What follows belongs to an exercise in optimizing a design on an open flow for small area; a production flow would make more cautious choices.
Where RTL was checked, it was by simulation tests only, not by an equivalence proof against the original.
For run 2, only the layout was checked, not whether the RTL still works.
No driver is modelled on the clock port, so clocking that relies on it looks cheaper here than on a real chip.
No activity file was given, so power comes from the tool's default toggle rates.

## flow/config.mk

```make
export PLATFORM = sky130hd
export DESIGN_NAME = seq_mac_unit
export DESIGN_NICKNAME = seq_mac_unit
export VERILOG_FILES = /design/flow/design.v
export SDC_FILE = /design/flow/constraint.sdc
export NUM_CORES = 4
export LEC_CHECK = 0
export CAP_MARGIN = 20
export CORE_MARGIN = 2
export CORE_UTILIZATION = 40
export SLEW_MARGIN = 20
export SYNTH_HIERARCHICAL = 1
export SYNTH_MINIMUM_KEEP_SIZE = 0
```

## flow/constraint.sdc

```tcl
create_clock -name core_clock -period 10.0 [get_ports {clk_i}]
set_input_delay 2.0000 -clock core_clock [delete_from_list [all_inputs] [get_ports {clk_i}]]
set_output_delay 2.0000 -clock core_clock [all_outputs]
set_load 0.01 [all_outputs]
```

## flow/design.v

```verilog
module seq_mac_unit #(
    parameter int N                  = 41,
    parameter int CLK_DIV_MULTIPLIER = 50
) (
    input  logic           clk_i,
    input  logic           rst_i,
    input  logic           MUL_Start_STRB_i,
    input  logic [2*N-1:0] a_i,
    input  logic [2*N-1:0] b_i,
    input  logic [2*N-1:0] acc_i,
    output logic           MUL_Done_STRB_o,
    output logic [2*N-1:0] out_o,
    output logic           busy_o
);
    localparam int W    = 2 * N;
    localparam int LAT  = N * CLK_DIV_MULTIPLIER + 1;  
    localparam int P    = N + 1;                       
    localparam int WORK = N * P + N;                   
    localparam int WAIT = LAT - WORK;                  
    localparam int P0   = (P - (WAIT % P)) % P;        
    localparam int NPL  = (WAIT + P0) / P;             
    localparam logic [5:0] P_INIT = 6'(P0);
    localparam logic [5:0] S_INIT = 6'(64 - NPL);
    localparam logic [5:0] P_LAST = 6'(P - 1);
    localparam logic [5:0] P_SIGN = 6'(N - 1);
    localparam logic [5:0] S_SUB  = 6'(N - 1);         
    localparam logic [5:0] S_FIN  = 6'(N);             
    localparam int AR = WAIT % P;
    localparam int HR = (WAIT + N * P) % N;
    logic          busy_q, done_q;
    logic [5:0]    p_q, s_q;
    logic          c_q;
    logic [N-1:0]  h_q, l_q;
    logic [N:0]    a_q;        
    logic [N-1:0]  ah_q;       
    logic [N:0]    a_ld;
    logic [N-1:0]  ah_ld;
    logic last, p_last, p_sign, in_mul, in_fin, sub, pol;
    logic a0, ah0, h0, x, sum, maj, s41;
    logic unused_upper_s;
    assign unused_upper_s = ^{a_i[W-1:N], b_i[W-1:N]};
    assign p_last = (p_q == P_LAST);
    assign p_sign = (p_q == P_SIGN);
    assign in_mul = (s_q < S_FIN);
    assign in_fin = (s_q == S_FIN);
    assign sub    = (s_q == S_SUB);
    assign last   = in_fin & p_sign;
    assign pol    = ~p_q[0];    
    assign a0  = a_q[0] ^ pol;
    assign ah0 = ah_q[0] ^ pol;
    assign h0  = h_q[0];
    assign x   = in_mul ? ((l_q[0] & a0) ^ sub) : ah0;
    assign sum = h0 ^ x ^ c_q;
    assign maj = (h0 & x) | (c_q & (h0 ^ x));
    assign s41 = h0 ^ x ^ maj;      
    always_ff @(posedge clk_i or posedge rst_i) begin
        if (rst_i) begin
            busy_q <= 1'b0;
            done_q <= 1'b0;
        end else begin
            busy_q <= (MUL_Start_STRB_i & ~busy_q) | (busy_q & ~last);
            done_q <= busy_q & last;
        end
    end
    always_ff @(posedge clk_i) begin
        if (!busy_q) begin
            p_q <= P_INIT;
            s_q <= S_INIT;
        end else if (p_last) begin
            p_q <= 6'd0;
            s_q <= s_q + 6'd1;
        end else begin
            p_q <= p_q + 6'd1;
        end
    end
    for (genvar i = 0; i <= N; i++) begin : g_a_ld
        if (((i + P - AR) % P) == N) begin : g_acc40
            assign a_ld[i] = acc_i[N-1];
        end else begin : g_a
            assign a_ld[i] = a_i[(i + P - AR) % P];
        end
    end
    for (genvar i = 0; i < N; i++) begin : g_ah_ld
        assign ah_ld[i] = acc_i[N + ((i + N - HR) % N)];
    end
    logic [N:0]   a_d;
    logic [N-1:0] ah_d;
    for (genvar i = 0; i <= N; i++) begin : g_a
        smac_ring u_r (.sel(busy_q), .a(a_q[(i + 1) % (N + 1)]), .b(a_ld[i]), .y(a_d[i]));
    end
    for (genvar i = 0; i < N; i++) begin : g_ah
        smac_ring u_r (.sel(busy_q), .a(ah_q[(i + 1) % N]), .b(ah_ld[i]), .y(ah_d[i]));
    end
    always_ff @(posedge clk_i) begin
        a_q  <= a_d;
        ah_q <= ah_d;
    end
    always_ff @(posedge clk_i) begin
        if (p_last) begin
            c_q <= (s_q == S_SUB - 6'd1) | (sub & a0);
        end else if (p_sign & in_mul) begin
            c_q <= s41;
        end else begin
            c_q <= maj;
        end
    end
    logic sel_ld, sel_step, sel_sh, sel_hold, sel_lhold, h_top;
    logic [N-1:0] h_d, l_d, h_nx, l_nx;
    assign sel_ld    = MUL_Start_STRB_i & ~busy_q;
    assign sel_step  = busy_q & in_mul & p_last;
    assign sel_sh    = busy_q & (in_mul | in_fin);
    assign sel_hold  = ~(sel_ld | sel_sh);
    assign sel_lhold = ~(sel_ld | sel_step);
    assign h_top     = p_last ? c_q : sum;
    assign h_nx      = {h_top, h_q[N-1:1]};
    assign l_nx      = {h_q[0], l_q[N-1:1]};
    for (genvar i = 0; i < N; i++) begin : g_hl
        smac_sel3 u_h (.ld(sel_ld), .sh(sel_sh), .hd(sel_hold),
                       .a(acc_i[i]), .b(h_nx[i]), .c(h_q[i]), .y(h_d[i]));
        smac_sel3 u_l (.ld(sel_ld), .sh(sel_step), .hd(sel_lhold),
                       .a(b_i[i]), .b(l_nx[i]), .c(l_q[i]), .y(l_d[i]));
    end
    always_ff @(posedge clk_i) begin
        h_q <= h_d;
        l_q <= l_d;
    end
    assign out_o           = {h_q, l_q};
    assign MUL_Done_STRB_o = done_q;
    assign busy_o          = busy_q;
endmodule
module smac_ring (
    input  logic sel,
    input  logic a,
    input  logic b,
    output logic y
);
    assign y = ~(sel ? a : b);
endmodule
module smac_sel3 (
    input  logic ld,
    input  logic sh,
    input  logic hd,
    input  logic a,
    input  logic b,
    input  logic c,
    output logic y
);
    assign y = (ld & a) | (sh & b) | (hd & c);
endmodule
```

## flow/flow/run.sh

```bash
#!/bin/bash
# Standard ORFS layout (the standard.sh, standard synthesis unchanged) with
# two changes of cell choice: the port buffers are the smallest buffer, and
# the clock tree uses small clock buffers without dummy loads.
set -euo pipefail
export BUFFER_PORTS_ARGS="-buffer_cell sky130_fd_sc_hd__buf_1"
export CTS_ARGS="-sink_clustering_enable -repair_clock_nets -dont_use_dummy_load -buf_list sky130_fd_sc_hd__clkbuf_8 -root_buf sky130_fd_sc_hd__clkbuf_8"
bash standard.sh > standard.log 2>&1
```

## flow/standard.sh

```bash
#!/bin/bash
# synth_recipe.tcl (not shown) runs the flow's synth.tcl, then flattens the netlist and writes it again
# the make line also repeats each setting of config.mk as NAME=value (left out here)
make -C /OpenROAD-flow-scripts/flow DESIGN_CONFIG=/design/flow/config.mk WORK_HOME=/design/flow/orfs CLKGATE_MAP_FILE= SYNTH_SCRIPT=/design/flow/synth_recipe.tcl "${@:-finish}"
```

==> results of run 1 <==
[report_power, final]
group | switching [mW] | internal [mW]
Clock | 0.208 | 0.150
Combinational | 0.220 | 0.196
Sequential | 0.121 | 0.893
[area by class of cell]
class,count,area [um^2]
clock buffer,17,234.0
multi-input combinational,242,2208
inverter,90,337.8
tap,188,235.2
timing repair buffer,256,1003
sequential,180,3617
fill,1431,7453
[layer usage]
layer	up-vias	routed length (um)	share of wire, %	global-route usage (%)
met5	-	0	0	0
met4	0	617	4.3	9.438
met3	46	879	6.1	4.549
met2	188	7086	49	29.25
met1	2395	5874	41	21.50
li1	2446	-	-	-
[worst min path at each step]
stage,end,depth (start not counted)
floorplan,a_q[0]$_DFF_P_,1
global placement,ah_q[9]$_DFF_P_,1
detailed placement,a_q[29]$_DFF_P_,1
CTS,ah_q[39]$_DFF_P_,1
global route,ah_q[39]$_DFF_P_,1
finish,ah_q[39]$_DFF_P_,1
[Yosys stat by module, one instance, submodules excluded]
module	cell area, um^2	times used	flip-flops and latches	cells
seq_mac_unit	4193	1	180	268
smac_sel3	13.76	82	0	2
smac_ring	10.01	83	0	1
[worst reg2reg max path: cells and delay by family (launching register included)]
kind            cells  cell delay [ns]
compound gates      3             1.21
fa+ha+maj           1             0.14
buf+inv             4             0.68
flops               1             0.35
simple gates        3             0.27
[placed cells by master (no fill, tap or decap)]
| cell | n |
|---|---|
| a2111oi_0 | 1 |
| buf_1 | 250 |
| dfrtp_4 | 1 |
| xor2_1 | 5 |
| mux2_4 | 1 |
| a21boi_0 | 1 |
| fa_1 | 2 |
| nor2_2 | 3 |
| and3_1 | 1 |
| a21oi_2 | 1 |
| and2_1 | 2 |
| xnor2_1 | 6 |
| dfrtp_1 | 1 |
| and4bb_1 | 2 |
| a21oi_1 | 3 |
| o21ai_0 | 2 |
| nand3_1 | 2 |
| clkbuf_8 | 17 |
| o21ai_2 | 1 |
| nand2b_1 | 1 |
| buf_4 | 5 |
| nor3b_1 | 1 |
| a222oi_1 | 82 |
| and2_2 | 1 |
| buf_16 | 1 |
| nand4b_1 | 1 |
| o22ai_1 | 1 |
| nand4_1 | 2 |
| dfxtp_1 | 178 |
| nor2b_4 | 1 |
| nand2_1 | 18 |
| inv_1 | 90 |
| ha_1 | 7 |
| mux2i_1 | 83 |
| a21boi_4 | 1 |
| nor2_1 | 10 |
[per-stage QoR]
step           std cells  hold WS, ns
6_report             973       0.3940
5_1_grt              973       0.4151
4_1_cts              972       0.3891
3_5_place_dp         955       0.3972
3_3_place_gp         955       0.3920
2_1_floorplan        515       0.3908
[cells by family (layout without fill, tap and decap cells)]
group,count (synthesis),after routing
flip-flops,180,180
AO/OA/AOI/OAI,93,93
multiplexers,84,84
adder cells (fa/ha/maj),9,9
buffers and inverters,93,363
AND/OR/NAND/NOR,45,45
XOR/XNOR,11,11
[state kept, by name, indices dropped and copies added, names as in the netlist]
signal  cells
a_q        42
ah_q       41
h_q        41
l_q        41
p_q         6
s_q         6
busy_q      1
c_q         1
done_q      1
==> results_dict.tcl, run 1 <==
set metrics [dict create \
    status "complete, no violations" \
    yosysTopAreaCell "dfxtp_1" \
    pre_cts_slack_ns 6.130 \
    cts_tree "built" \
    synth-edff-count 0 \
    yosysMostFrequentCell "dfxtp_1" \
    setup_ws_ns 6.535 \
    fp-row-count 45 \
    cts-root-buf "clkbuf_8" \
    maxSlewViolCount 0 \
    track_usage_pct 17.80 \
    period_needed_ns 3.465 \
    setup-tns-final_ns 0 \
    grt_pass1_wl_mm 23.36 \
    yosys.cell_types.count 31 \
    final_core_util_pct 50.61 \
    crit_chain "buf_1" \
    synth_top_area_share_pct 57.92 \
    routed_via_density 5.216 \
    syn_to_final_growth_pct 24.12 \
    crit-reg2reg-launch "s_q[0]$_SDFFE_PN1P_" \
    synth-compound-area-share_pct 14.52 \
    cts_sinks 180 \
    io_pins 333 \
    clk_latency_ns 0.44 \
    synth_top_family_by_area "compound AO/OA/AOI/OAI gates" \
    core-area_um2 15090 \
    grt_max_degree 85 \
    ctsResizeCount 0 \
    rsz0062_at_grt "no" \
    startpoint "busy_q$_DFF_PP0_" \
    syn-num-nets 773 \
    crit_family "flip-flops" \
    synthCells 515 \
    hpwl_mm 10.36 \
    synthAdderAreaFrac_pct 2.074 \
    cp.arrival_ns 1.47 \
    power.density_nw_per_um2 234.3 \
    worst-r2r-cell-count 11 \
    reg2reg_setup_slack_ns 7.22 \
    cp_slowest_cell "dfrtp_4" \
    p_total_mw 1.789 \
    finalClockSkew_ns 0.03177 \
    gp_congestion 0.8072 \
    ys_seq_area_share_pct 58.74 \
    antenna_found_initial 0 \
    worstHoldStart "ah_q[40]$_DFF_P_" \
    numCtsBuffers 17 \
    async_flop_share_pct 1.111 \
    ys_seq_elements 180 \
    syn-cell-area_um2 6152 \
    synth-xor-area-share_pct 1.566 \
    crit_path_end "busy_o" \
    path_class "reg -> out" \
    drc_errors 0 \
    grt_pass1_vias 5020 \
    post_cts_buffers 0 \
    placed_area_um2 7375 \
    synth.top_cells.by_area "dfxtp_1 58%, mux2i_1 14%, a222oi_1 13%" \
    path_depth 1 \
    dieArea_um2 16390 \
    synthFlopType "dfxtp_1" \
    routed_wl_mm 14.46 \
    reg2reg_to "h_q[4]$_DFF_P_" \
    vias 5075 \
    grt_overflow 0 \
    insertedDiodeCount 0 \
    synthSimpleGateAreaFrac_pct 3.559 \
    drt-initial-drc-count 492 \
    die_x_um 128.0 \
    worst_pin_slew_ns 0.9604 \
    design_area_um2 7636 \
    wl_per_cell_um 14.86 \
    synth_common_cells "178 x dfxtp_1, 90 x inv_1, 83 x mux2i_1" \
    ys_warn_count 7 \
    port_buffers 250 \
    slowest_delay_ns 0.77 \
    drtAntennaViolNets 0 \
    nets 1045 \
    post-route-period-util_pct 34.65 \
    synth_mux_area_share_pct 13.75 \
    crit_path_start_kind "flip-flop" \
    critPathMaxFanout 38 \
    drive_gt1_share_pct 4.204 \
    cp_num_buf_inv 1 \
    cts_hold_buffers 0 \
    cts_buffer_depth 2 \
    first_pass_iters 6 \
    cp-end-kind "output pin" \
    vdd_drop_max_mv 0.1236 \
    path_clk_slew_ns 0.09 \
    setup_viol 0 \
    relSlewSlack_pct 35.98 \
    avgSynthCellArea_um2 11.95 \
    maxCapViolations 0 \
    htree_levels 4 \
    die_h_um 128.0 \
    min_path_type "reg -> reg" \
    max_freq_mhz 288.6 \
    critPathRequiredTime_ns 8.00 \
    p_leak_nw 3.818 \
    initial_core_util_pct 40.77 \
    finalHoldViolations 0 \
]
==> run 2, diff against run 1 <==
--- a/flow/design.v
+++ b/flow/design.v
@@ -35,15 +35,16 @@
     logic [N-1:0]  ah_q;       
     logic [N:0]    a_ld;
     logic [N-1:0]  ah_ld;
-    logic last, p_last, p_sign, in_mul, in_fin, sub, pol;
+    logic last, p_last, p_sign, in_mul, in_fin, sub, pre, pol;
     logic a0, ah0, h0, x, sum, maj, s41;
     logic unused_upper_s;
     assign unused_upper_s = ^{a_i[W-1:N], b_i[W-1:N]};
-    assign p_last = (p_q == P_LAST);
-    assign p_sign = (p_q == P_SIGN);
-    assign in_mul = (s_q < S_FIN);
-    assign in_fin = (s_q == S_FIN);
-    assign sub    = (s_q == S_SUB);
+    assign p_last = p_q[5] & p_q[3] & p_q[0];                  
+    assign p_sign = p_q[5] & p_q[3] & ~p_q[0];                 
+    assign in_mul = ~s_q[5] | (~s_q[4] & ~(s_q[3] & s_q[0]));  
+    assign in_fin = s_q[5] & ~s_q[4] & s_q[3] & s_q[0];        
+    assign sub    = s_q[5] & ~s_q[4] & s_q[3] & ~s_q[0];       
+    assign pre    = s_q[5] & ~s_q[3] & s_q[2] & s_q[1] & s_q[0];  
     assign last   = in_fin & p_sign;
     assign pol    = ~p_q[0];    
     assign a0  = a_q[0] ^ pol;
@@ -97,7 +98,7 @@
     end
     always_ff @(posedge clk_i) begin
         if (p_last) begin
-            c_q <= (s_q == S_SUB - 6'd1) | (sub & a0);
+            c_q <= pre | (sub & a0);
         end else if (p_sign & in_mul) begin
             c_q <= s41;
         end else begin
@@ -108,7 +109,7 @@
     logic [N-1:0] h_d, l_d, h_nx, l_nx;
     assign sel_ld    = MUL_Start_STRB_i & ~busy_q;
     assign sel_step  = busy_q & in_mul & p_last;
-    assign sel_sh    = busy_q & (in_mul | in_fin);
+    assign sel_sh    = busy_q & ~(s_q[5] & s_q[4]);    
     assign sel_hold  = ~(sel_ld | sel_sh);
     assign sel_lhold = ~(sel_ld | sel_step);
     assign h_top     = p_last ? c_q : sum;
==> flow/flow/run.sh (replaced) <==
#!/bin/bash
# Standard ORFS layout (the standard.sh, standard synthesis unchanged) with
# changes of cell choice only: the port buffers are the smallest buffer, the
# clock tree is built from clkbuf_8 without dummy loads, and after CTS each
# clock buffer is downsized where the flip-flop clock slew stays low.
set -euo pipefail
export BUFFER_PORTS_ARGS="-buffer_cell sky130_fd_sc_hd__buf_1"
export CTS_ARGS="-sink_clustering_enable -repair_clock_nets -dont_use_dummy_load -buf_list sky130_fd_sc_hd__clkbuf_8 -root_buf sky130_fd_sc_hd__clkbuf_8"
export POST_CTS_TCL="$PWD/flow/downsize.tcl"
bash standard.sh > standard.log 2>&1
==> flow/flow/downsize.tcl (new file) <==
# Downsize clock buffers to clkbuf_4 (then clkbuf_2) where the flip-flop clock
# pins they drive keep a slew under the limit (placement parasitics).
proc ctsd_worst_clk_slew {} {
  set worst 0
  foreach pin [get_pins -hierarchical */CLK] {
    set s [get_property $pin slew_max]
    if {$s > $worst} {set worst $s}
  }
  return $worst
}
set ctsd_limit 0.110
estimate_parasitics -placement
foreach size {4 2} {
  foreach inst [get_cells *] {
    set m [get_property $inst ref_name]
    if {![string match "sky130_fd_sc_hd__clkbuf_*" $m]} continue
    set cur [string range $m [expr [string last _ $m]+1] end]
    if {$cur <= $size} continue
    replace_cell $inst sky130_fd_sc_hd__clkbuf_$size
    estimate_parasitics -placement
    if {[ctsd_worst_clk_slew] > $ctsd_limit} {
      replace_cell $inst $m
      estimate_parasitics -placement
    } else {
      puts "CTSD [get_property $inst name] $m -> clkbuf_$size"
    }
  }
}
puts "CTSD worst clock slew [ctsd_worst_clk_slew]"
detailed_placement
check_placement
--- a/flow/config.mk
+++ b/flow/config.mk
@@ -5,9 +5,9 @@
 export SDC_FILE = /design/flow/constraint.sdc
 export NUM_CORES = 4
 export LEC_CHECK = 0
-export CAP_MARGIN = 20
+export CAP_MARGIN = 0
 export CORE_MARGIN = 2
 export CORE_UTILIZATION = 40
-export SLEW_MARGIN = 20
+export SLEW_MARGIN = 0
 export SYNTH_HIERARCHICAL = 1
 export SYNTH_MINIMUM_KEEP_SIZE = 0
==> run 2 against run 1 <==
Compared with the run above: setup slack got worse by 0.099 ns; cell count fell by 0.72%; via count fell by 0.24%; combinational power fell by 2%; largest power group unchanged; die area fell by 0.39%; critical path type is now in -> reg; first-iteration DRC count rose by 19%; sequential share of layout area rose by 0.65 points; count of clock-buffer cells in the layout did not move; total power fell by 0.90%; largest cell class unchanged.
==> results_dict.tcl, run 2 <==
set metrics [dict create \
    grt_overflow 0 \
    nFillCells 1438 \
    synthFlopType "dfxtp_1" \
    synth_top_area_share_pct 58.16 \
    maxSlewViolCount 0 \
    crit_top_cell "buf_4" \
    worst-r2r-cell-count 7 \
    finalClockSkew_ns 0.02698 \
    io_pins 333 \
    syn-num-nets 766 \
    die_x_um 127.8 \
    cts_sinks 180 \
    core-area_um2 15090 \
    synth_common_cells "178 x dfxtp_1, 86 x inv_1, 83 x mux2i_1" \
    drtAntennaViolNets 0 \
    setup-tns-final_ns 0 \
    die_h_um 127.8 \
    pre_cts_slack_ns 5.898 \
    cp-end-kind "flip-flop" \
    yosys.cell_types.count 37 \
    hold_depth 1 \
    critPathMaxFanout 69 \
    crit_chain "buf_1, nor2b_4, buf_4, nor2_2, buf_4, a222oi_1, inv_1" \
    dieArea_um2 16320 \
    nets 1033 \
    async_flop_share_pct 1.111 \
    worstHoldStart "a_q[29]$_DFF_P_" \
    min_path_type "reg -> reg" \
    multi_input_area_um2 2180 \
    yosysMostFrequentCell "dfxtp_1" \
    port_buffers 250 \
    worst_pin_slew_ns 1.149 \
    finalHoldViolations 0 \
    cp_num_buf_inv 4 \
    reg2reg_to "l_q[33]$_DFF_P_" \
    power.density_nw_per_um2 235.3 \
    p_leak_nw 3.732 \
    gp_congestion 0.8032 \
    insertedDiodeCount 0 \
    avgSynthCellArea_um2 11.94 \
    reg2reg_setup_slack_ns 6.66 \
    grt_max_degree 70 \
    cts_tree "built" \
    status "complete, no violations" \
    relSlewSlack_pct 23.21 \
    pwr-share-seq_pct 58.0 \
    synth.top_cells.by_area "dfxtp_1 58%, mux2i_1 14%, a222oi_1 13%" \
    regArea_um2 3617 \
    mostFrequentLayoutCells "250 x buf_1, 178 x dfxtp_1, 86 x inv_1" \
    synth-edff-count 0 \
    setup_ws_ns 6.436 \
    crit_family "buffers and inverters" \
    vdd_drop_max_mv 0.1026 \
    drt-initial-drc-count 587 \
    drc_errors 0 \
    antenna_found_initial 0 \
    setup_viol 0 \
    largest-register "a_q" \
    fp-row-count 45 \
    cp_slowest_cell "buf_4" \
    post-route-period-util_pct 35.64 \
    routed_wl_mm 14.61 \
    vias 5063 \
    period_needed_ns 3.564 \
    track_usage_pct 17.49 \
    p_switching_uw 557.3 \
    grt_pass1_vias 4655 \
    ys_seq_elements 180 \
    initial_core_util_pct 40.61 \
    critPathRequiredTime_ns 10.43 \
    largest_reg_flops 42 \
    holdPathEnd "a_q[28]$_DFF_P_" \
    ys_warn_count 7 \
    slowest_delay_ns 0.64 \
    clkPwrFrac_pct 19.0 \
    max_freq_mhz 280.6 \
    first_pass_iters 9 \
    wl_per_cell_um 15.12 \
    path_class "in -> reg" \
    yosysTopAreaCell "dfxtp_1" \
    syn_to_final_growth_pct 22.95 \
    syn-cell-area_um2 6127 \
    routed_via_density 5.241 \
    final_common_cell "buf_1" \
    ys_seq_area_share_pct 58.97 \
    switching_share_pct 31.44 \
    cp.arrival_ns 3.99 \
    synthCells 513 \
    drive_gt1_share_pct 4.113 \
    hpwl_mm 10.50 \
    clk_latency_ns 0.56 \
    rsz0062_at_grt "no" \
    crit_path_start_kind "input port" \
    crit-reg2reg-launch "busy_q$_DFF_PP0_" \
    p_comb_share_pct 23.0 \
    grt_pass1_wl_mm 22.55 \
    internal_power_mw 1.216 \
    path_clk_slew_ns 0.09 \
    maxCapViolations 0 \
]
==> run 2: per-layer routing <==
metal | part of all wire [%] | up-vias | global-route usage, %
met3 | 11 | 31 | 7.805
li1 | - | 2472 | -
met2 | 45 | 265 | 27.37
met5 | 0 | - | 0
met4 | 2.1 | 0 | 7.111
met1 | 42 | 2295 | 21.06
==> run 2: power groups by stage <==
stage,registers (mW),logic (mW),clock network [mW]
6_report,1.03,0.407,0.338
5_1_grt,1.05,0.465,0.387
3_5_place_dp,1.04,0.413,0
3_3_place_gp,1.04,0.403,0
2_1_floorplan,1.06,0.227,0
==> run 2: logic make-up after synthesis <==
logic type	after synthesis	share of synthesized area (%)
XOR/XNOR	6	0.8577
multiplexers	83	13.56
adder cells (fa/ha/maj)	4	1.062
flip-flops	180	58.97
AND/OR/NAND/NOR	46	4.329
AO/OA/AOI/OAI	101	15.38
buffers and inverters	93	5.840
==> run 2: area by class of cell <==
class / count / area share, %
Tap cell: 188 / 3.122
Sequential cell: 180 / 48.02
Timing Repair Buffer: 255 / 12.95
Clock buffer: 17 / 2.691
Inverter: 86 / 4.285
Multi-Input combinational cell: 240 / 28.93
==> run 2: modules after synthesis (local to each module, per instance) <==
module / cell area [um^2] / cells / copies in the design
seq_mac_unit: 4168 / 266 / 1
smac_sel3: 13.76 / 2 / 82
smac_ring: 10.01 / 1 / 83
==> run 2: worst max path at each step <==
| stage | start | to | slack (ns) | cells past startpoint |
|---|---|---|---|---|
| finish | MUL_Start_STRB_i | l_q[33]$_DFF_P_ | 6.44 | 7 |
| global route | MUL_Start_STRB_i | l_q[27]$_DFF_P_ | 6.30 | 7 |
| detailed placement | MUL_Start_STRB_i | l_q[33]$_DFF_P_ | 5.90 | 7 |
| global placement | MUL_Start_STRB_i | l_q[31]$_DFF_P_ | 5.95 | 7 |
| floorplan | busy_q$_DFF_PP0_ | l_q[0]$_DFF_P_ | 2.13 | 5 |
==> run 2: per-stage QoR <==
step	cell area, um^2	utilization, %	hold slack (ns)	instances	total power, mW
after floorplan	6127	-	0.3908	513	1.282
after global placement	7331	48.58	0.3951	949	1.439
after detailed placement	7331	48.58	0.3971	949	1.457
after global routing	7533	49.93	0.4047	966	1.905
final	7533	49.93	0.3978	966	1.773
==> run 3, diff against run 2 <==
--- a/flow/design.v
+++ b/flow/design.v
@@ -17,18 +17,15 @@
     localparam int P    = N + 1;                       
     localparam int WORK = N * P + N;                   
     localparam int WAIT = LAT - WORK;                  
-    localparam int P0   = (P - (WAIT % P)) % P;        
-    localparam int NPL  = (WAIT + P0) / P;             
-    localparam logic [5:0] P_INIT = 6'(P0);
+    localparam int NPL  = (WAIT + P - 1) / P;          
     localparam logic [5:0] S_INIT = 6'(64 - NPL);
-    localparam logic [5:0] P_LAST = 6'(P - 1);
-    localparam logic [5:0] P_SIGN = 6'(N - 1);
-    localparam logic [5:0] S_SUB  = 6'(N - 1);         
-    localparam logic [5:0] S_FIN  = 6'(N);             
     localparam int AR = WAIT % P;
     localparam int HR = (WAIT + N * P) % N;
     logic          busy_q, done_q;
-    logic [5:0]    p_q, s_q;
+    logic          t2_q;
+    logic [1:0]    q3_q;
+    logic [2:0]    q7_q;
+    logic [5:0]    s_q;
     logic          c_q;
     logic [N-1:0]  h_q, l_q;
     logic [N:0]    a_q;        
@@ -39,14 +36,14 @@
     logic a0, ah0, h0, x, sum, maj, s41;
     logic unused_upper_s;
     assign unused_upper_s = ^{a_i[W-1:N], b_i[W-1:N]};
-    assign p_last = p_q[5] & p_q[3] & p_q[0];                  
-    assign p_sign = p_q[5] & p_q[3] & ~p_q[0];                 
+    assign p_last = t2_q & ~q3_q[0] & (q7_q == 3'b001);                
+    assign p_sign = ~t2_q & q3_q[1] & q3_q[0] & (q7_q == 3'b100);      
     assign in_mul = ~s_q[5] | (~s_q[4] & ~(s_q[3] & s_q[0]));  
     assign in_fin = s_q[5] & ~s_q[4] & s_q[3] & s_q[0];        
     assign sub    = s_q[5] & ~s_q[4] & s_q[3] & ~s_q[0];       
     assign pre    = s_q[5] & ~s_q[3] & s_q[2] & s_q[1] & s_q[0];  
     assign last   = in_fin & p_sign;
-    assign pol    = ~p_q[0];    
+    assign pol    = ~t2_q;    
     assign a0  = a_q[0] ^ pol;
     assign ah0 = ah_q[0] ^ pol;
     assign h0  = h_q[0];
@@ -65,13 +62,15 @@
     end
     always_ff @(posedge clk_i) begin
         if (!busy_q) begin
-            p_q <= P_INIT;
-            s_q <= S_INIT;
-        end else if (p_last) begin
-            p_q <= 6'd0;
-            s_q <= s_q + 6'd1;
+            t2_q <= 1'b0;
+            q3_q <= 2'b01;
+            q7_q <= 3'b001;
+            s_q  <= S_INIT;
         end else begin
-            p_q <= p_q + 6'd1;
+            t2_q <= ~t2_q;
+            q3_q <= {q3_q[0], q3_q[1] ^ q3_q[0]};
+            q7_q <= {q7_q[1:0], q7_q[2] ^ q7_q[1]};
+            s_q  <= s_q + {5'd0, p_last};
         end
     end
     for (genvar i = 0; i <= N; i++) begin : g_a_ld
==> run 3 against run 2 <==
Compared with the run above: still clean on timing, DRC and antenna; wire length is 5.1% lower; total power is 0.33% higher; clock power shrank 3%; non-clock buffer count is 1 higher; synthesized area fell by 1.9%; die area decreased by 1.9%; cell count down 2.4%; setup slack got worse by 0.16 ns; register-to-register slack improved by 0.24 ns; first-iteration DRC count is 16% lower.
==> results_dict.tcl, run 3 <==
set metrics [dict create \
    status "complete, no violations" \
    finalHoldViolations 0 \
    slowest_delay_ns 0.93 \
    period_needed_ns 3.720 \
    fin_cells 943 \
    switching_share_pct 31.54 \
    yosysTopAreaCell "dfxtp_1" \
    path_clk_slew_ns 0.09 \
    ys_warn_count 7 \
    core-area_um2 14590 \
    design_area_um2 7432 \
    track_usage_pct 16.66 \
    die_h_um 126.6 \
    drtAntennaViolNets 0 \
    largest_reg_flops 42 \
    io_pins 333 \
    hpwl_mm 9.964 \
    nets 1014 \
    cp_slowest_cell "dfrtp_4" \
    maxSlewViolCount 0 \
    crit_path_start_kind "flip-flop" \
    die_x_um 126.6 \
    clkPwrFrac_pct 18.5 \
    worst_pin_slew_ns 0.8424 \
    rsz0062_at_grt "no" \
    crit-reg2reg-launch "busy_q$_DFF_PP0_" \
    vdd_drop_max_mv 0.1611 \
    insertedDiodeCount 0 \
    drt-initial-drc-count 491 \
    syn-num-nets 741 \
    worstHoldStart "a_q[10]$_DFF_P_" \
    cts_sinks 180 \
    gp_congestion 0.7828 \
    min_path_type "reg -> reg" \
    synth-edff-count 0 \
    grt_overflow 0 \
    grt_max_degree 85 \
    avgSynthCellArea_um2 12.31 \
    wl_per_cell_um 14.70 \
    crit_family "flip-flops" \
    yosys.cell_types.count 29 \
    synth_top_area_share_pct 59.31 \
    ys_seq_area_share_pct 60.14 \
    placed_area_um2 7238 \
    startpoint "busy_q$_DFF_PP0_" \
    path_class "reg -> out" \
    routed_via_density 5.140 \
    internal_power_mw 1.218 \
    ys_seq_elements 180 \
    p_leak_nw 3.722 \
    synth_common_cells "178 x dfxtp_1, 85 x inv_1, 85 x mux2i_1" \
    power.density_nw_per_um2 239.3 \
    synthCells 488 \
    port_buffers 250 \
    post-route-period-util_pct 37.20 \
    relSlewSlack_pct 43.84 \
    syn-cell-area_um2 6008 \
    final_common_cell "buf_1" \
    finalClockSkew_ns 0.04851 \
    dieArea_um2 16020 \
    critPathMaxFanout 53 \
    cp.arrival_ns 1.72 \
    setup_viol 0 \
    pwr-share-seq_pct 56.3 \
    cp_num_buf_inv 1 \
    fp-row-count 44 \
    clk_latency_ns 0.58 \
    critPathRequiredTime_ns 8.00 \
    grt_pass1_wl_mm 21.67 \
    post-place-cells 926 \
    drc_errors 0 \
    synthFlopType "dfxtp_1" \
    fin_hold_ws_ns 0.3959 \
    p_comb_share_pct 25.2 \
    mostFrequentLayoutCells "250 x buf_1, 178 x dfxtp_1, 85 x inv_1, 85 x mux2i_1, 82 x a222oi_1" \
    syn_to_final_growth_pct 23.70 \
    p_switching_uw 561.0 \
    crit_chain "buf_1" \
    first_pass_iters 8 \
    synth.top_cells.by_area "dfxtp_1 59%, mux2i_1 14%, a222oi_1 14%" \
    maxCapViolations 0 \
    largest-register "a_q" \
    max_freq_mhz 268.8 \
    vias 4847 \
    cp-end-kind "output pin" \
    routed_wl_mm 13.86 \
    cts_tree "built" \
    grt_pass1_vias 4638 \
    setup-tns-final_ns 0 \
    antenna_found_initial 0 \
    drive_gt1_share_pct 4.480 \
    initial_core_util_pct 41.18 \
    yosysMostFrequentCell "dfxtp_1" \
    async_flop_share_pct 1.111 \
]
[run 3: per-layer routing]
metal / wire length [um] / GRT usage, %
met5: 0 / 0
met3: 1279 / 6.580
met1: 5545 / 18.50
met4: 316 / 6.723
met2: 6718 / 28.53
[run 3: path summary, 6_finish.rpt]
path                       slack [ns]                to  cells after the start
max                              6.28            busy_o                      1
min                              0.40    a_q[9]$_DFF_P_                      1
min in group asynchronous        1.27  done_q$_DFF_PP0_                      2
min reg2reg                      0.40    a_q[9]$_DFF_P_                      1
max in group asynchronous        8.61  busy_q$_DFF_PP0_                      2
max reg2reg                      6.90   l_q[17]$_DFF_P_                      8
[run 3: layout make-up]
type                            instances  area (um^2)
Timing Repair Buffer                  256        983.4
Tap cell                              184        230.2
Clock buffer                           17        193.9
Fill cell                            1382         7157
Inverter                               85        319.1
Multi-Input combinational cell        221         2088
Sequential cell                       180         3617
[run 3: logic make-up after synthesis]
| logic type | synth area share, % |
|---|---|
| mux | 14.54 |
| buf+inv | 5.498 |
| simple gates | 3.249 |
| compound gates | 14.33 |
| xor+xnor | 1.166 |
| flops | 60.14 |
| fa+ha+maj | 1.083 |
[run 3: power by group through the flow]
| stage | clock network (mW) | logic (mW) | registers (mW) |
|---|---|---|---|
| after floorplan | 0 | 0.252 | 1.04 |
| after global placement | 0 | 0.439 | 1.01 |
| after detailed placement | 0 | 0.453 | 1.02 |
| after global routing | 0.375 | 0.502 | 1.02 |
| final | 0.328 | 0.448 | 1.00 |
[run 3: metrics by stage]
| stage | total power [mW] | util [%] | setup WS (ns) |
|---|---|---|---|
| after floorplan | 1.292 | - | 2.141 |
| after global placement | 1.449 | 49.61 | 5.988 |
| after detailed placement | 1.470 | 49.61 | 5.910 |
| after global routing | 1.902 | 50.94 | 6.133 |
| final | 1.779 | 50.94 | 6.280 |
[run 3: Yosys stat by module (local to each module, per instance)]
module,copies in the design,flops+latches,cell area (um^2)
seq_mac_unit,1,180,4049
smac_sel3,82,0,13.76
smac_ring,83,0,10.01
==> run 4, diff against run 3 <==
--- a/flow/flow/downsize.tcl
+++ b/flow/flow/downsize.tcl
@@ -8,7 +8,7 @@
   }
   return $worst
 }
-set ctsd_limit 0.110
+set ctsd_limit 0.120
 estimate_parasitics -placement
 foreach size {4 2} {
   foreach inst [get_cells *] {
--- a/flow/config.mk
+++ b/flow/config.mk
@@ -5,9 +5,11 @@
 export SDC_FILE = /design/flow/constraint.sdc
 export NUM_CORES = 4
 export LEC_CHECK = 0
+export ABC_CLOCK_PERIOD_IN_PS = 10000
 export CAP_MARGIN = 0
 export CORE_MARGIN = 2
-export CORE_UTILIZATION = 40
+export CORE_UTILIZATION = 55
+export PLACE_DENSITY = 0.68
 export SLEW_MARGIN = 0
 export SYNTH_HIERARCHICAL = 1
 export SYNTH_MINIMUM_KEEP_SIZE = 0
==> run 4 against run 3 <==
Compared with the run above: utilization is 17 points higher; critical path depth is 6 higher; hold slack worse by 0.024 ns; count of clock-buffer cells in the layout stayed put; global-route usage is 6.1 points higher; wire length is 2.0% lower; critical endpoint is now l_q[29]$_DFF_P_; highest routed layer unchanged.
==> results_dict.tcl, run 4 <==
set metrics [dict create \
    fp-row-count 38 \
    core-area_um2 10750 \
    relSlewSlack_pct 24.92 \
    ys_seq_area_share_pct 60.14 \
    drc_errors 0 \
    wl_per_cell_um 15.11 \
    port_buffers 250 \
    reg2reg_setup_slack_ns 6.55 \
    clk_latency_ns 0.56 \
    synth_mux_area_share_pct 14.54 \
    grt_pass1_wl_mm 20.68 \
    antenna_found_initial 1 \
    cp-end-kind "flip-flop" \
    first_pass_iters 8 \
    avgSynthCellArea_um2 12.31 \
    io_pins 333 \
    track_usage_pct 22.74 \
    synthAdderAreaFrac_pct 1.083 \
    syn-num-nets 741 \
    post-route-period-util_pct 38.48 \
    hpwl_mm 9.598 \
    finalHoldViolations 0 \
    max_freq_mhz 259.9 \
    drt-initial-drc-count 622 \
    yosysTopAreaCell "dfxtp_1" \
    power.density_nw_per_um2 239.2 \
    drtAntennaViolNets 0 \
    min_path_type "reg -> reg" \
    p_leak_nw 3.707 \
    syn_to_final_growth_pct 22.32 \
    gp_congestion 0.7894 \
    setup-tns-final_ns 0 \
    nFillCells 902 \
    ys_warn_count 7 \
    synth-edff-count 0 \
    syn-cell-area_um2 6008 \
    critPathMaxFanout 66 \
    final_core_util_pct 68.40 \
    grt_max_degree 74 \
    ys_seq_elements 180 \
    worst-r2r-cell-count 7 \
    synthCells 488 \
    holdPathEnd "ah_q[5]$_DFF_P_" \
    synth-compound-area-share_pct 14.33 \
    synth_common_cells "178 x dfxtp_1, 85 x inv_1, 85 x mux2i_1" \
    die_h_um 108.5 \
    dieArea_um2 11780 \
    yosys.cell_types.count 29 \
    grt_pass1_vias 4458 \
    routed_via_density 5.436 \
    path_clk_slew_ns 0.11 \
    rsz0062_at_grt "no" \
    vdd_drop_max_mv 0.1666 \
    crit-reg2reg-launch "busy_q$_DFF_PP0_" \
    final_common_cell "buf_1" \
    maxSlewViolCount 0 \
    synthFlopType "dfxtp_1" \
    worstHoldStart "ah_q[6]$_DFF_P_" \
    crit_path_start_kind "input port" \
    routed_wl_mm 13.59 \
    mostFrequentLayoutCells "250 x buf_1, 178 x dfxtp_1, 85 x inv_1, 85 x mux2i_1, 82 x a222oi_1" \
    die_x_um 108.5 \
    hold_depth 1 \
    nets 1013 \
    startpoint "MUL_Start_STRB_i" \
    largest_reg_flops 42 \
    drive_gt1_share_pct 4.354 \
    critPathRequiredTime_ns 10.42 \
    setup_viol 0 \
    async_flop_share_pct 1.111 \
    vias 4887 \
    grt_overflow 0 \
    synth_top_area_share_pct 59.31 \
    worst_pin_slew_ns 1.123 \
    maxCapViolations 0 \
    largest-register "a_q" \
    reg2reg_to "l_q[29]$_DFF_P_" \
    status "complete, no violations" \
    synth-xor-area-share_pct 1.166 \
    p_total_mw 1.758 \
    cp.arrival_ns 4.27 \
    synthSimpleGateAreaFrac_pct 3.249 \
    path_class "in -> reg" \
    yosysMostFrequentCell "dfxtp_1" \
    cts_sinks 180 \
    synth.top_cells.by_area "dfxtp_1 59%, mux2i_1 14%, a222oi_1 14%" \
    fin_hold_ws_ns 0.3722 \
    period_needed_ns 3.848 \
    finalClockSkew_ns 0.03538 \
    synth_top_family_by_area "multiplexers" \
    cts_tree "built" \
    initial_core_util_pct 55.92 \
]
==> run 4: metrics by stage <==
stage / setup slack (ns) / cells / cell area (um^2)
finish: 6.152 / 899 / 7350
global route: 6.035 / 899 / 7350
detailed placement: 5.619 / 881 / 7176
global placement: 5.715 / 881 / 7176
floorplan: 2.141 / 488 / 6008
==> run 4: per-module statistics from Yosys, one instance, submodules excluded <==
module	area [um^2]	flip-flops and latches
seq_mac_unit	4049	180
smac_sel3	13.76	0
smac_ring	10.01	0
==> run 4: how the worst max path moves through the flow <==
stage | to | slack, ns
6_report | l_q[29]$_DFF_P_ | 6.15
5_1_grt | l_q[29]$_DFF_P_ | 6.03
3_5_place_dp | l_q[29]$_DFF_P_ | 5.62
3_3_place_gp | l_q[28]$_DFF_P_ | 5.71
2_1_floorplan | l_q[0]$_DFF_P_ | 2.14
==> run 4: kinds of logic after synthesis <==
logic type      Yosys count
compound gates           87
xor+xnor                  8
fa+ha+maj                 4
buf+inv                  87
flops                   180
mux                      87
simple gates             35
==> run 4: layout make-up <==
type,count,area [um^2],area share (%)
clock buffer,17,171.4,2.332
multi-input combinational,221,2088,28.41
sequential,180,3617,49.22
timing repair buffer,255,975.9,13.28
tap,140,175.2,2.383
antenna,1,2.502,0.03405
inverter,85,319.1,4.341
==> run 4: critical path: stages <==
cell and delay [ns]:
buf_1 0.11, nor2b_4 0.45, buf_4 0.63, nor2_2 0.32, buf_4 0.30, a222oi_1 0.36
inv_1 0.07
==> run 4: metal layers <==
| metal | wire length (um) | global-route usage, % |
|---|---|---|
| met1 | 5324 | 27.06 |
| met2 | 6886 | 37.41 |
| met3 | 1082 | 7.595 |
| met4 | 293 | 9.982 |
| met5 | 0 | 0 |
==> run 4: power by group <==
part | total [mW] | internal [mW] | switching, mW
clock | 0.311 | 0.107 | 0.204
combinational | 0.445 | 0.205 | 0.240
sequential | 1.00 | 0.889 | 0.113
==> run 5, diff against run 4 <==
--- a/flow/config.mk
+++ b/flow/config.mk
@@ -5,7 +5,6 @@
 export SDC_FILE = /design/flow/constraint.sdc
 export NUM_CORES = 4
 export LEC_CHECK = 0
-export ABC_CLOCK_PERIOD_IN_PS = 10000
 export CAP_MARGIN = 0
 export CORE_MARGIN = 2
 export CORE_UTILIZATION = 55
==> run 5 against run 4 <==
Compared with the run above: still clean on timing, DRC and antenna; via count unchanged; combinational power about the same; wire length unchanged; synthesized area unchanged; non-clock buffer count unchanged; global-route usage unchanged; setup slack unchanged; critical path depth unchanged; critical path type unchanged.
==> results_dict.tcl, run 5 <==
set metrics [dict create \
    synth_common_cells "178 x dfxtp_1, 85 x inv_1, 85 x mux2i_1" \
    power.density_nw_per_um2 239.2 \
    use_met1_pct 27.06 \
    port_buffers 250 \
    synth-edff-count 0 \
    grt_pass1_wl_mm 20.68 \
    grt_max_degree 74 \
    yosysTopAreaCell "dfxtp_1" \
    nets 1013 \
    design_area_um2 7350 \
    critPathRequiredTime_ns 10.42 \
    grt_util_met2_pct 37.41 \
    cts_sinks 180 \
    gp_congestion 0.7894 \
    vias 4887 \
    finalClockSkew_ns 0.03538 \
    antenna_found_initial 1 \
    routed_wl_mm 13.59 \
    synth.top_cells.by_area "dfxtp_1 59%, mux2i_1 14%, a222oi_1 14%" \
    setup_viol 0 \
    p_leak_nw 3.707 \
    relSlewSlack_pct 24.92 \
    drc_errors 0 \
    worst_pin_slew_ns 1.123 \
    drtAntennaViolNets 0 \
    max_freq_mhz 259.9 \
    io_pins 333 \
    maxCapViolations 0 \
    maxSlewViolCount 0 \
    avgSynthCellArea_um2 12.31 \
    drive_gt1_share_pct 4.354 \
    path_clk_slew_ns 0.11 \
    critPathMaxFanout 66 \
    post-place-cells 881 \
    ys_seq_elements 180 \
    yosys.cell_types.count 29 \
    setup_ws_ns 6.152 \
    cts_tree "built" \
    syn-cell-area_um2 6008 \
    syn-num-nets 741 \
    drt-initial-drc-count 622 \
    regArea_um2 3617 \
    die_h_um 108.5 \
    clk_latency_ns 0.56 \
    core-area_um2 10750 \
    wl_per_cell_um 15.11 \
    clkPwrFrac_pct 17.7 \
    ys_warn_count 7 \
    busiest_layer "met2" \
    placed_area_um2 7176 \
    mostFrequentLayoutCells "250 x buf_1, 178 x dfxtp_1, 85 x inv_1, 85 x mux2i_1, 82 x a222oi_1" \
    largest_reg_flops 42 \
    async_flop_share_pct 1.111 \
    crit_path_start_kind "input port" \
    fin_cells 899 \
    largest-register "a_q" \
    fp-row-count 38 \
    path_class "in -> reg" \
    first_pass_iters 8 \
    vdd_drop_max_mv 0.1666 \
    min_path_type "reg -> reg" \
    pre_cts_slack_ns 5.619 \
    switching_share_pct 31.70 \
    hpwl_mm 9.598 \
    p_switching_uw 557.3 \
    dieArea_um2 11780 \
    final_common_cell "buf_1" \
    cp-end-kind "flip-flop" \
    yosysMostFrequentCell "dfxtp_1" \
    cp.arrival_ns 4.27 \
    use_met3_pct 7.595 \
    final_core_util_pct 68.40 \
    grt_pass1_vias 4458 \
    synthFlopType "dfxtp_1" \
    routed_via_density 5.436 \
    ys_seq_area_share_pct 60.14 \
    pwr-share-seq_pct 57.0 \
    syn_to_final_growth_pct 22.32 \
    rsz0062_at_grt "no" \
    post-route-period-util_pct 38.48 \
    finalHoldViolations 0 \
    track_usage_pct 22.74 \
    synthCells 488 \
    p_comb_share_pct 25.3 \
    initial_core_util_pct 55.92 \
    synth_top_area_share_pct 59.31 \
    status "complete, no violations" \
    multi_input_area_um2 2088 \
    setup-tns-final_ns 0 \
    die_x_um 108.5 \
    nFillCells 902 \
    period_needed_ns 3.848 \
    grt_overflow 0 \
    internal_power_mw 1.201 \
]
run 5: stage by stage:
step / hold WS (ns) / total power [mW]
after floorplan: 0.3908 / 1.292
after detailed placement: 0.4005 / 1.465
final: 0.3722 / 1.758
after global routing: 0.3685 / 1.878
after global placement: 0.3923 / 1.440
run 5: final timing paths:
path | from | endpoint | slack [ns] | cells after the start
worst max-delay path | MUL_Start_STRB_i | l_q[29]$_DFF_P_ | 6.15 | 7
max in group asynchronous | rst_i | busy_q$_DFF_PP0_ | 8.60 | 2
min in group asynchronous | rst_i | busy_q$_DFF_PP0_ | 1.28 | 2
worst max register to register | busy_q$_DFF_PP0_ | l_q[29]$_DFF_P_ | 6.55 | 7
worst min-delay path | ah_q[6]$_DFF_P_ | ah_q[5]$_DFF_P_ | 0.37 | 1
worst min register to register | ah_q[6]$_DFF_P_ | ah_q[5]$_DFF_P_ | 0.37 | 1
run 5: kinds of logic after synthesis:
family	synth area share, %
AOI/OAI and AO/OA	14.33
xor gates and xnor gates	1.166
adders and majority gates	1.083
buffers and inverters	5.498
DFF	60.14
muxes	14.54
and+or+nand+nor	3.249
run 5: per-module statistics from Yosys, one instance, submodules excluded:
module        cells  times used  area [um^2]
smac_ring         1          83        10.01
seq_mac_unit    241           1         4049
smac_sel3         2          82        13.76
run 5: critical path, cell delays in order:
cell      delay [ns]
buf_1           0.11
nor2b_4         0.45
buf_4           0.63
nor2_2          0.32
buf_4           0.30
a222oi_1        0.36
inv_1           0.07
run 5: final cells by class:
class,count,area share (%)
diodes,1,0.03405
well taps,140,2.383
repair buffers,255,13.28
clock buffers,17,2.332
inverters,85,4.341
multi-input cells,221,28.41
flip-flops and latches,180,49.22
run 5: power by group through the flow:
stage,combinational (mW),sequential (mW),clock [mW]
after floorplan,0.252,1.04,0
after global placement,0.431,1.01,0
after detailed placement,0.448,1.02,0
after global routing,0.502,1.02,0.352
final,0.445,1.00,0.311
run 5: metal layers:
metal  up-vias  routed length (um)  part of all wire (%)
li1       2367                   -                     -
met1      2309                5324                    39
met2       186                6886                    51
met3        25                1082                   8.0
met4         0                 293                   2.2
met5         -                   0                     0
==> run 6, diff against run 5 <==
--- a/flow/config.mk
+++ b/flow/config.mk
@@ -8,7 +8,7 @@
 export CAP_MARGIN = 0
 export CORE_MARGIN = 2
 export CORE_UTILIZATION = 55
-export PLACE_DENSITY = 0.68
+export PLACE_DENSITY = 0.8
 export SLEW_MARGIN = 0
 export SYNTH_HIERARCHICAL = 1
 export SYNTH_MINIMUM_KEEP_SIZE = 0
==> run 6 against run 5 <==
Compared with the run above: still clean on timing, DRC and antenna; register-to-register slack got worse by 0.93 ns; cell count fell by 0.11%; utilization is 0.14 points lower; die area did not move; combinational power hardly changed; setup slack lost 0.54 ns; count of clock-buffer cells in the layout did not move; total power fell by 0.55%; flip-flop and latch count unchanged; synthesized cell count did not move; largest cell class unchanged; largest power group unchanged; highest routed layer unchanged.
==> results_dict.tcl, run 6 <==
set metrics [dict create \
    worst_pin_slew_ns 1.164 \
    crit_path_start_kind "flip-flop" \
    async_flop_share_pct 1.111 \
    die_x_um 108.5 \
    pwr-share-seq_pct 57.6 \
    clk_latency_ns 0.54 \
    grt_pass1_vias 4545 \
    drt-initial-drc-count 581 \
    crit-reg2reg-launch "busy_q$_DFF_PP0_" \
    finalClockSkew_ns 0.03481 \
    status "complete, no violations" \
    grt_max_degree 85 \
    wl_met2_mm 6.917 \
    final_common_cell "buf_1" \
    period_needed_ns 4.384 \
    core-area_um2 10750 \
    synth_top_area_share_pct 59.31 \
    ys_seq_elements 180 \
    track_usage_pct 22.27 \
    routed_via_density 5.517 \
    worstHoldStart "a_q[32]$_DFF_P_" \
    synth.top_cells.by_area "dfxtp_1 59%, mux2i_1 14%, a222oi_1 14%" \
    wl_met1_mm 5.254 \
    initial_core_util_pct 55.92 \
    min_path_type "reg -> reg" \
    setup-tns-final_ns 0 \
    internal_power_mw 1.193 \
    port_buffers 250 \
    startpoint "busy_q$_DFF_PP0_" \
    synthFlopType "dfxtp_1" \
    p_switching_uw 555.7 \
    syn_to_final_growth_pct 22.07 \
    max_freq_mhz 228.1 \
    die_h_um 108.5 \
    dr_wl_met3_mm 1.081 \
    critPathRequiredTime_ns 10.42 \
    antenna_found_initial 0 \
    nets 1013 \
    largest-register "a_q" \
    switching_share_pct 31.78 \
    hpwl_mm 9.742 \
    ys_warn_count 7 \
    syn-num-nets 741 \
    insertedDiodeCount 0 \
    p_comb_share_pct 25.5 \
    synthCells 488 \
    path_class "reg -> reg" \
    cp.arrival_ns 4.80 \
    drive_gt1_share_pct 4.354 \
    grt_pass1_wl_mm 20.34 \
    synth_common_cells "178 x dfxtp_1, 85 x inv_1, 85 x mux2i_1" \
    post-route-period-util_pct 43.84 \
    vias 4954 \
    setup_viol 0 \
    p_leak_nw 3.701 \
    fp-row-count 38 \
    avgSynthCellArea_um2 12.31 \
    relSlewSlack_pct 22.22 \
    path_clk_slew_ns 0.11 \
    rsz0062_at_grt "no" \
    io_pins 333 \
    top_layer "met4" \
    finalHoldViolations 0 \
    cts_tree "built" \
    yosysMostFrequentCell "dfxtp_1" \
    synth-edff-count 0 \
    yosysTopAreaCell "dfxtp_1" \
    cts_sinks 180 \
    first_pass_iters 8 \
    drtAntennaViolNets 0 \
    maxSlewViolCount 0 \
    wl_per_cell_um 15.23 \
    cp-end-kind "flip-flop" \
    p_total_mw 1.748 \
    yosys.cell_types.count 29 \
    largest_reg_flops 42 \
    drc_errors 0 \
    ys_seq_area_share_pct 60.14 \
    grt_overflow 0 \
    dieArea_um2 11780 \
    mostFrequentLayoutCells "250 x buf_1, 178 x dfxtp_1, 85 x inv_1, 85 x mux2i_1, 82 x a222oi_1" \
    routed_wl_mm 13.68 \
    clkPwrFrac_pct 16.9 \
    critPathMaxFanout 53 \
    syn-cell-area_um2 6008 \
    gp_congestion 0.8089 \
    power.density_nw_per_um2 238.4 \
    vdd_drop_max_mv 0.1660 \
    maxCapViolations 0 \
]
==> run 6: cell counts after synthesis <==
Identical to the previous run, type by type.
==> run 6: kinds of logic (layout without fill, tap and decap cells) <==
group	count (synthesis)	in the layout	share of synthesized area (%)
AO/OA/AOI/OAI	87	87	14.33
multiplexers	87	87	14.54
AND/OR/NAND/NOR	35	35	3.249
XOR/XNOR	8	8	1.166
adder cells (fa/ha/maj)	4	4	1.083
flip-flops	180	180	60.14
buffers and inverters	87	357	5.498
==> run 6: worst paths after layout <==
path	to	slack (ns)	depth (start not counted)
worst max-delay path	l_q[9]$_DFF_P_	5.62	8
worst min-delay path	a_q[31]$_DFF_P_	0.38	1
worst max register to register	l_q[9]$_DFF_P_	5.62	8
worst min register to register	a_q[31]$_DFF_P_	0.38	1
max in group asynchronous	busy_q$_DFF_PP0_	8.63	2
min in group asynchronous	busy_q$_DFF_PP0_	1.25	2
==> run 6: final cells by class <==
type,count,area [um^2]
flip-flops and latches,180,3617
inverters,85,319.1
repair buffers,255,975.9
fillers,864,3411
well taps,140,175.2
clock buffers,17,158.9
multi-input cells,221,2088
==> run 6: per-stage QoR <==
| stage | hold slack (ns) | cell area [um^2] | util (%) | instances | setup slack (ns) |
|---|---|---|---|---|---|
| 2_1_floorplan | 0.3908 | 6008 | - | 488 | 2.141 |
| 5_1_grt | 0.3871 | 7335 | 68.26 | 898 | 5.290 |
| 3_5_place_dp | 0.4000 | 7176 | 66.78 | 881 | 5.667 |
| 6_report | 0.3766 | 7335 | 68.26 | 898 | 5.616 |
| 3_3_place_gp | 0.3935 | 7176 | 66.78 | 881 | 5.876 |
==> run 6: Yosys stat by module (local to each module, per instance) <==
module	flip-flops and latches	cells inside	times used
smac_ring	0	1	83
seq_mac_unit	180	241	1
smac_sel3	0	2	82
==> run 6: power by group through the flow <==
stage                     Combinational [mW]  Clock, mW  Sequential (mW)
after detailed placement               0.446          0             1.02
after global placement                 0.426          0             1.01
after global routing                   0.500      0.340             1.02
final                                  0.445      0.296             1.01
after floorplan                        0.252          0             1.04
==> run 6: layer usage <==
| layer | GRT usage (%) | vias up |
|---|---|---|
| li1 | - | 2373 |
| met1 | 24.69 | 2298 |
| met2 | 38.66 | 247 |
| met3 | 6.570 | 36 |
| met4 | 11.26 | 0 |
| met5 | 0 | - |
==> run 6: worst max-delay path: stages, from the launching register on <==
cell	delay, ns
dfrtp_4	0.98
buf_4	0.68
a21boi_4	1.02
and3_1	0.30
buf_4	0.38
nor2_2	0.07
buf_4	0.28
a222oi_1	0.40
inv_1	0.09
==> run 7, diff against run 6 <==
--- a/flow/flow/downsize.tcl
+++ b/flow/flow/downsize.tcl
@@ -8,7 +8,7 @@
   }
   return $worst
 }
-set ctsd_limit 0.120
+set ctsd_limit 0.124
 estimate_parasitics -placement
 foreach size {4 2} {
   foreach inst [get_cells *] {
--- a/flow/config.mk
+++ b/flow/config.mk
@@ -8,7 +8,7 @@
 export CAP_MARGIN = 0
 export CORE_MARGIN = 2
 export CORE_UTILIZATION = 55
-export PLACE_DENSITY = 0.8
+export PLACE_DENSITY = 0.68
 export SLEW_MARGIN = 0
 export SYNTH_HIERARCHICAL = 1
 export SYNTH_MINIMUM_KEEP_SIZE = 0
==> run 7 against run 6 <==
Compared with the run above: still clean on timing, DRC and antenna; register-to-register slack gained 0.94 ns; setup slack better by 0.52 ns; via count is 1.4% lower; hold slack got worse by 0.015 ns; critical path type is now in -> reg; largest power group unchanged.
==> results_dict.tcl, run 7 <==
set metrics [dict create \
    status "complete, no violations" \
    drtAntennaViolNets 0 \
    dieArea_um2 11780 \
    setup_viol 0 \
    ys_seq_area_share_pct 60.14 \
    grt_max_degree 74 \
    nets 1013 \
    finalHoldViolations 0 \
    cp-end-kind "flip-flop" \
    fp-row-count 38 \
    period_needed_ns 3.866 \
    synth_common_cells "178 x dfxtp_1, 85 x inv_1, 85 x mux2i_1" \
    clk_latency_ns 0.56 \
    power.density_nw_per_um2 238.0 \
    p_leak_nw 3.699 \
    p_total_mw 1.744 \
    grt_overflow 0 \
    syn_to_final_growth_pct 22.01 \
    relSlewSlack_pct 25.26 \
    finalClockSkew_ns 0.04368 \
    min_path_type "reg -> reg" \
    synth-edff-count 0 \
    drc_errors 0 \
    synth.top_cells.by_area "dfxtp_1 59%, mux2i_1 14%, a222oi_1 14%" \
    largest-register "a_q" \
    yosysTopAreaCell "dfxtp_1" \
    hpwl_mm 9.598 \
    vdd_drop_max_mv 0.1641 \
    max_freq_mhz 258.7 \
    async_flop_share_pct 1.111 \
    synth_top_area_share_pct 59.31 \
    initial_core_util_pct 55.92 \
    rsz0062_at_grt "no" \
    synthFlopType "dfxtp_1" \
    core-area_um2 10750 \
    placed_area_um2 7176 \
    crit_path_start_kind "input port" \
    port_buffers 250 \
    routed_via_density 5.434 \
    final_common_cell "buf_1" \
    syn-num-nets 741 \
    cts_sinks 180 \
    drive_gt1_share_pct 4.354 \
    wl_per_cell_um 15.13 \
    grt_pass1_wl_mm 20.68 \
    design_area_um2 7331 \
    io_pins 333 \
    nFillCells 906 \
    first_pass_iters 10 \
    critPathMaxFanout 66 \
    drt-initial-drc-count 624 \
    cp.arrival_ns 4.30 \
    track_usage_pct 22.74 \
    yosysMostFrequentCell "dfxtp_1" \
    avgSynthCellArea_um2 12.31 \
    path_class "in -> reg" \
    critPathRequiredTime_ns 10.43 \
    maxCapViolations 0 \
    worst_pin_slew_ns 1.118 \
    setup-tns-final_ns 0 \
    fin_cells 899 \
    die_x_um 108.5 \
    die_h_um 108.5 \
    path_clk_slew_ns 0.12 \
    gp_congestion 0.7894 \
    maxSlewViolCount 0 \
    antenna_found_initial 1 \
    largest_reg_flops 42 \
    ys_warn_count 7 \
    vias 4885 \
    ys_seq_elements 180 \
    routed_wl_mm 13.60 \
    grt_pass1_vias 4459 \
    synthCells 488 \
    syn-cell-area_um2 6008 \
    mostFrequentLayoutCells "250 x buf_1, 178 x dfxtp_1, 85 x inv_1, 85 x mux2i_1, 82 x a222oi_1" \
    post-route-period-util_pct 38.66 \
    yosys.cell_types.count 29 \
    cts_tree "built" \
    post-place-cells 881 \
]
-- run 7: cell counts after synthesis --
No cell type changed its count.
-- run 7: cells by family after synthesis --
| kind of cell | Yosys count | share of synthesized area [%] |
|---|---|---|
| buffers and inverters | 87 | 5.498 |
| adder cells (fa/ha/maj) | 4 | 1.083 |
| AND/OR/NAND/NOR | 35 | 3.249 |
| AO/OA/AOI/OAI | 87 | 14.33 |
| XOR/XNOR | 8 | 1.166 |
| multiplexers | 87 | 14.54 |
| flip-flops | 180 | 60.14 |
-- run 7: path summary, 6_finish.rpt --
check | from | endpoint | slack, ns | depth (start not counted)
max | MUL_Start_STRB_i | l_q[22]$_DFF_P_ | 6.13 | 7
min | ah_q[24]$_DFF_P_ | ah_q[23]$_DFF_P_ | 0.36 | 1
max reg2reg | busy_q$_DFF_PP0_ | l_q[22]$_DFF_P_ | 6.56 | 7
min reg2reg | ah_q[24]$_DFF_P_ | ah_q[23]$_DFF_P_ | 0.36 | 1
max in group asynchronous | rst_i | busy_q$_DFF_PP0_ | 8.59 | 2
min in group asynchronous | rst_i | busy_q$_DFF_PP0_ | 1.29 | 2
-- run 7: power by group --
group / internal, mW / switching (mW) / leakage (nW)
combinational: 0.205 / 0.241 / 2.09
clock: 0.0946 / 0.202 / 0.0886
sequential: 0.889 / 0.113 / 1.52
-- run 7: through the flow --
| stage | utilization, % | worst slack, ns | hold WS, ns |
|---|---|---|---|
| after floorplan | - | 2.141 | 0.3908 |
| after global placement | 66.78 | 5.715 | 0.3923 |
| after detailed placement | 66.78 | 5.619 | 0.4005 |
| after global routing | 68.22 | 6.054 | 0.3648 |
| final | 68.22 | 6.134 | 0.3614 |
-- run 7: final cells by class --
| cell class | count | area, um^2 | area share [%] |
|---|---|---|---|
| clock buffers | 17 | 152.6 | 2.082 |
| inverters | 85 | 319.1 | 4.352 |
| multi-input cells | 221 | 2088 | 28.49 |
| repair buffers | 255 | 975.9 | 13.31 |
| flip-flops and latches | 180 | 3617 | 49.34 |
| well taps | 140 | 175.2 | 2.389 |
| diodes | 1 | 2.502 | 0.03414 |
-- run 7: layer usage --
metal	up-vias	wire (um)	track usage, %
li1	2370	-	-
met1	2302	5374	27.06
met2	192	6881	37.41
met3	21	1074	7.595
met4	0	271	9.982
met5	-	0	0
-- run 7: per-module statistics from Yosys (local to each module, per instance) --
module        flops+latches  copies in the design
seq_mac_unit            180                     1
smac_ring                 0                    83
smac_sel3                 0                    82
-- run 7: worst max-delay path, stage by stage --
cell and delay, ns:
buf_1 0.12, nor2b_4 0.45, buf_4 0.62, nor2_2 0.32, buf_4 0.30, a222oi_1 0.34, inv_1 0.08
==> run 8, diff against run 7 <==
--- a/flow/design.v
+++ b/flow/design.v
@@ -85,11 +85,15 @@
     end
     logic [N:0]   a_d;
     logic [N-1:0] ah_d;
+    logic idle;
+    assign idle = ~busy_q;
     for (genvar i = 0; i <= N; i++) begin : g_a
-        smac_ring u_r (.sel(busy_q), .a(a_q[(i + 1) % (N + 1)]), .b(a_ld[i]), .y(a_d[i]));
+        smac_ring u_r (.sel(busy_q), .sel_n(idle), .a(a_q[(i + 1) % (N + 1)]), .b(a_ld[i]),
+                       .y(a_d[i]));
     end
     for (genvar i = 0; i < N; i++) begin : g_ah
-        smac_ring u_r (.sel(busy_q), .a(ah_q[(i + 1) % N]), .b(ah_ld[i]), .y(ah_d[i]));
+        smac_ring u_r (.sel(busy_q), .sel_n(idle), .a(ah_q[(i + 1) % N]), .b(ah_ld[i]),
+                       .y(ah_d[i]));
     end
     always_ff @(posedge clk_i) begin
         a_q  <= a_d;
@@ -130,11 +134,12 @@
 endmodule
 module smac_ring (
     input  logic sel,
+    input  logic sel_n,
     input  logic a,
     input  logic b,
     output logic y
 );
-    assign y = ~(sel ? a : b);
+    assign y = ~((sel | b) & (sel_n | a));
 endmodule
 module smac_sel3 (
     input  logic ld,
--- a/flow/flow/downsize.tcl
+++ b/flow/flow/downsize.tcl
@@ -8,7 +8,7 @@
   }
   return $worst
 }
-set ctsd_limit 0.124
+set ctsd_limit 0.120
 estimate_parasitics -placement
 foreach size {4 2} {
   foreach inst [get_cells *] {
==> run 8 against run 7 <==
Compared with the run above: non-clock buffer count is 1 higher; flip-flop and latch count is the same; critical path depth fell by 5; final area shrank 4.0%; sequential share of layout area is 2.0 points higher; register-to-register slack better by 0.09 ns; synthesized area shrank 5.2%; clock skew is 0.0082 ns lower; combinational power grew 26%; setup slack worse by 0.34 ns; maximum frequency is 8.0% lower.
==> results_dict.tcl, run 8 <==
set metrics [dict create \
    mostFrequentLayoutCells "250 x buf_1, 178 x dfxtp_1, 85 x inv_1" \
    die_x_um 105.7 \
    maxCapViolations 0 \
    async_flop_share_pct 1.111 \
    min_path_type "reg -> reg" \
    wl_per_cell_um 15.99 \
    path_depth 2 \
    setup_viol 0 \
    synthFlopType "dfxtp_1" \
    ys_seq_elements 180 \
    yosysMostFrequentCell "dfxtp_1" \
    antenna_found_initial 1 \
    yosysTopAreaCell "dfxtp_1" \
    post-route-period-util_pct 42.02 \
    gp_congestion 0.8069 \
    power.density_nw_per_um2 290.5 \
    grt_util_met2_pct 41.20 \
    drt-initial-drc-count 728 \
    post-place-cells 879 \
    use_met1_pct 31.39 \
    startpoint "busy_q$_DFF_PP0_" \
    yosys.cell_types.count 29 \
    crit_path_end "busy_o" \
    ys_warn_count 7 \
    routed_wl_mm 14.34 \
    drc_errors 0 \
    grt_pass1_wl_mm 22.45 \
    routed_via_density 5.707 \
    cp-end-kind "output pin" \
    largest_reg_flops 42 \
    nets 1015 \
    finalHoldViolations 0 \
    dieArea_um2 11180 \
    relSlewSlack_pct 27.31 \
    grt_max_degree 86 \
    grt_overflow 0 \
    cp_slowest_cell "dfrtp_2" \
    crit-reg2reg-launch "busy_q$_DFF_PP0_" \
    critPathMaxFanout 61 \
    fin_hold_ws_ns 0.3959 \
    path_class "reg -> out" \
    final_core_util_pct 69.13 \
    drive_gt1_share_pct 4.605 \
    cp_num_buf_inv 2 \
    nFillCells 840 \
    cts_tree "built" \
    ys_seq_area_share_pct 63.47 \
    grt_pass1_vias 4688 \
    fin_cells 897 \
    fp-row-count 37 \
    rsz0062_at_grt "no" \
    cp.arrival_ns 2.20 \
    finalClockSkew_ns 0.03547 \
    hpwl_mm 9.978 \
    avgSynthCellArea_um2 11.64 \
    busiest_layer "met2" \
    track_usage_pct 25.54 \
    vdd_drop_max_mv 0.1721 \
    p_leak_nw 2.989 \
    synth_top_area_share_pct 62.59 \
    final_common_cell "buf_1" \
    status "complete, no violations" \
    synth_common_cells "178 x dfxtp_1, 86 x inv_1, 84 x o22ai_1" \
    drtAntennaViolNets 0 \
    crit_chain "buf_4, buf_1" \
    use_met3_pct 7.978 \
    maxSlewViolCount 0 \
    critPathRequiredTime_ns 8.00 \
    reg2reg_setup_slack_ns 6.65 \
    vias 5119 \
    clk_latency_ns 0.58 \
]
-- run 8: modules after synthesis (local to each module, per instance) --
| module | area (um^2) | copies in the design |
|---|---|---|
| seq_mac_unit | 4045 | 1 |
| smac_ring | 6.256 | 83 |
| smac_sel3 | 13.76 | 82 |
-- run 8: power breakdown --
group	leakage (nW)	internal [mW]	switching, mW
Combinational	1.37	0.268	0.294
Sequential	1.52	0.997	0.171
Clock	0.0989	0.111	0.203
-- run 8: worst reg2reg max path: cells and delay by family, from the launching register on --
family / cells / cell delay (ns)
flip-flops: 1 / 0.80
buffers and inverters: 4 / 0.86
AND/OR/NAND/NOR: 2 / 0.33
AO/OA/AOI/OAI: 2 / 1.25
-- run 8: per-layer routing --
| layer | vias up | wire (um) |
|---|---|---|
| met5 | - | 0 |
| met1 | 2419 | 5693 |
| li1 | 2459 | - |
| met3 | 29 | 1091 |
| met4 | 0 | 385 |
| met2 | 212 | 7174 |
-- run 8: kinds of logic (layout without fill, tap and decap cells) --
group	Yosys count	in the layout	synth area share, %
buffers and inverters	88	359	5.868
adder cells (fa/ha/maj)	4	4	1.143
AO/OA/AOI/OAI	170	170	24.20
multiplexers	4	4	0.7472
other	0	1	0
AND/OR/NAND/NOR	35	35	3.341
XOR/XNOR	8	8	1.231
flip-flops	180	180	63.47
-- run 8: through the flow --
step	worst slack, ns	cell area [um^2]
detailed placement	6.016	6860
global placement	6.106	6860
global route	5.621	7041
finish	5.798	7041
floorplan	2.485	5693
-- run 8: area by class of cell --
cell class	count	area (um^2)	share of cell area (%)
multi-input cells	221	1769	25.13
repair buffers	256	983.4	13.97
well taps	136	170.2	2.417
clock buffers	17	177.7	2.524
diodes	1	2.502	0.03554
inverters	86	322.8	4.585
flip-flops and latches	180	3615	51.34
-- run 8: worst min-delay path by stage --
stage	startpoint	end	slack, ns	depth (start not counted)
after floorplan	a_q[1]$_DFF_P_	a_q[0]$_DFF_P_	0.40	1
after global placement	ah_q[17]$_DFF_P_	ah_q[16]$_DFF_P_	0.40	1
after detailed placement	ah_q[24]$_DFF_P_	ah_q[23]$_DFF_P_	0.41	1
after global routing	ah_q[29]$_DFF_P_	ah_q[28]$_DFF_P_	0.41	1
final	ah_q[29]$_DFF_P_	ah_q[28]$_DFF_P_	0.40	1

Re-timed with assumed drivers on the ports (clkbuf_16 on the clock, buf_2 on other inputs), run 8 has 5.765 ns of setup slack against 5.798 ns with ideal ports, and 5.967 ns once port delays also move by the mid clock arrival of 0.589 ns.
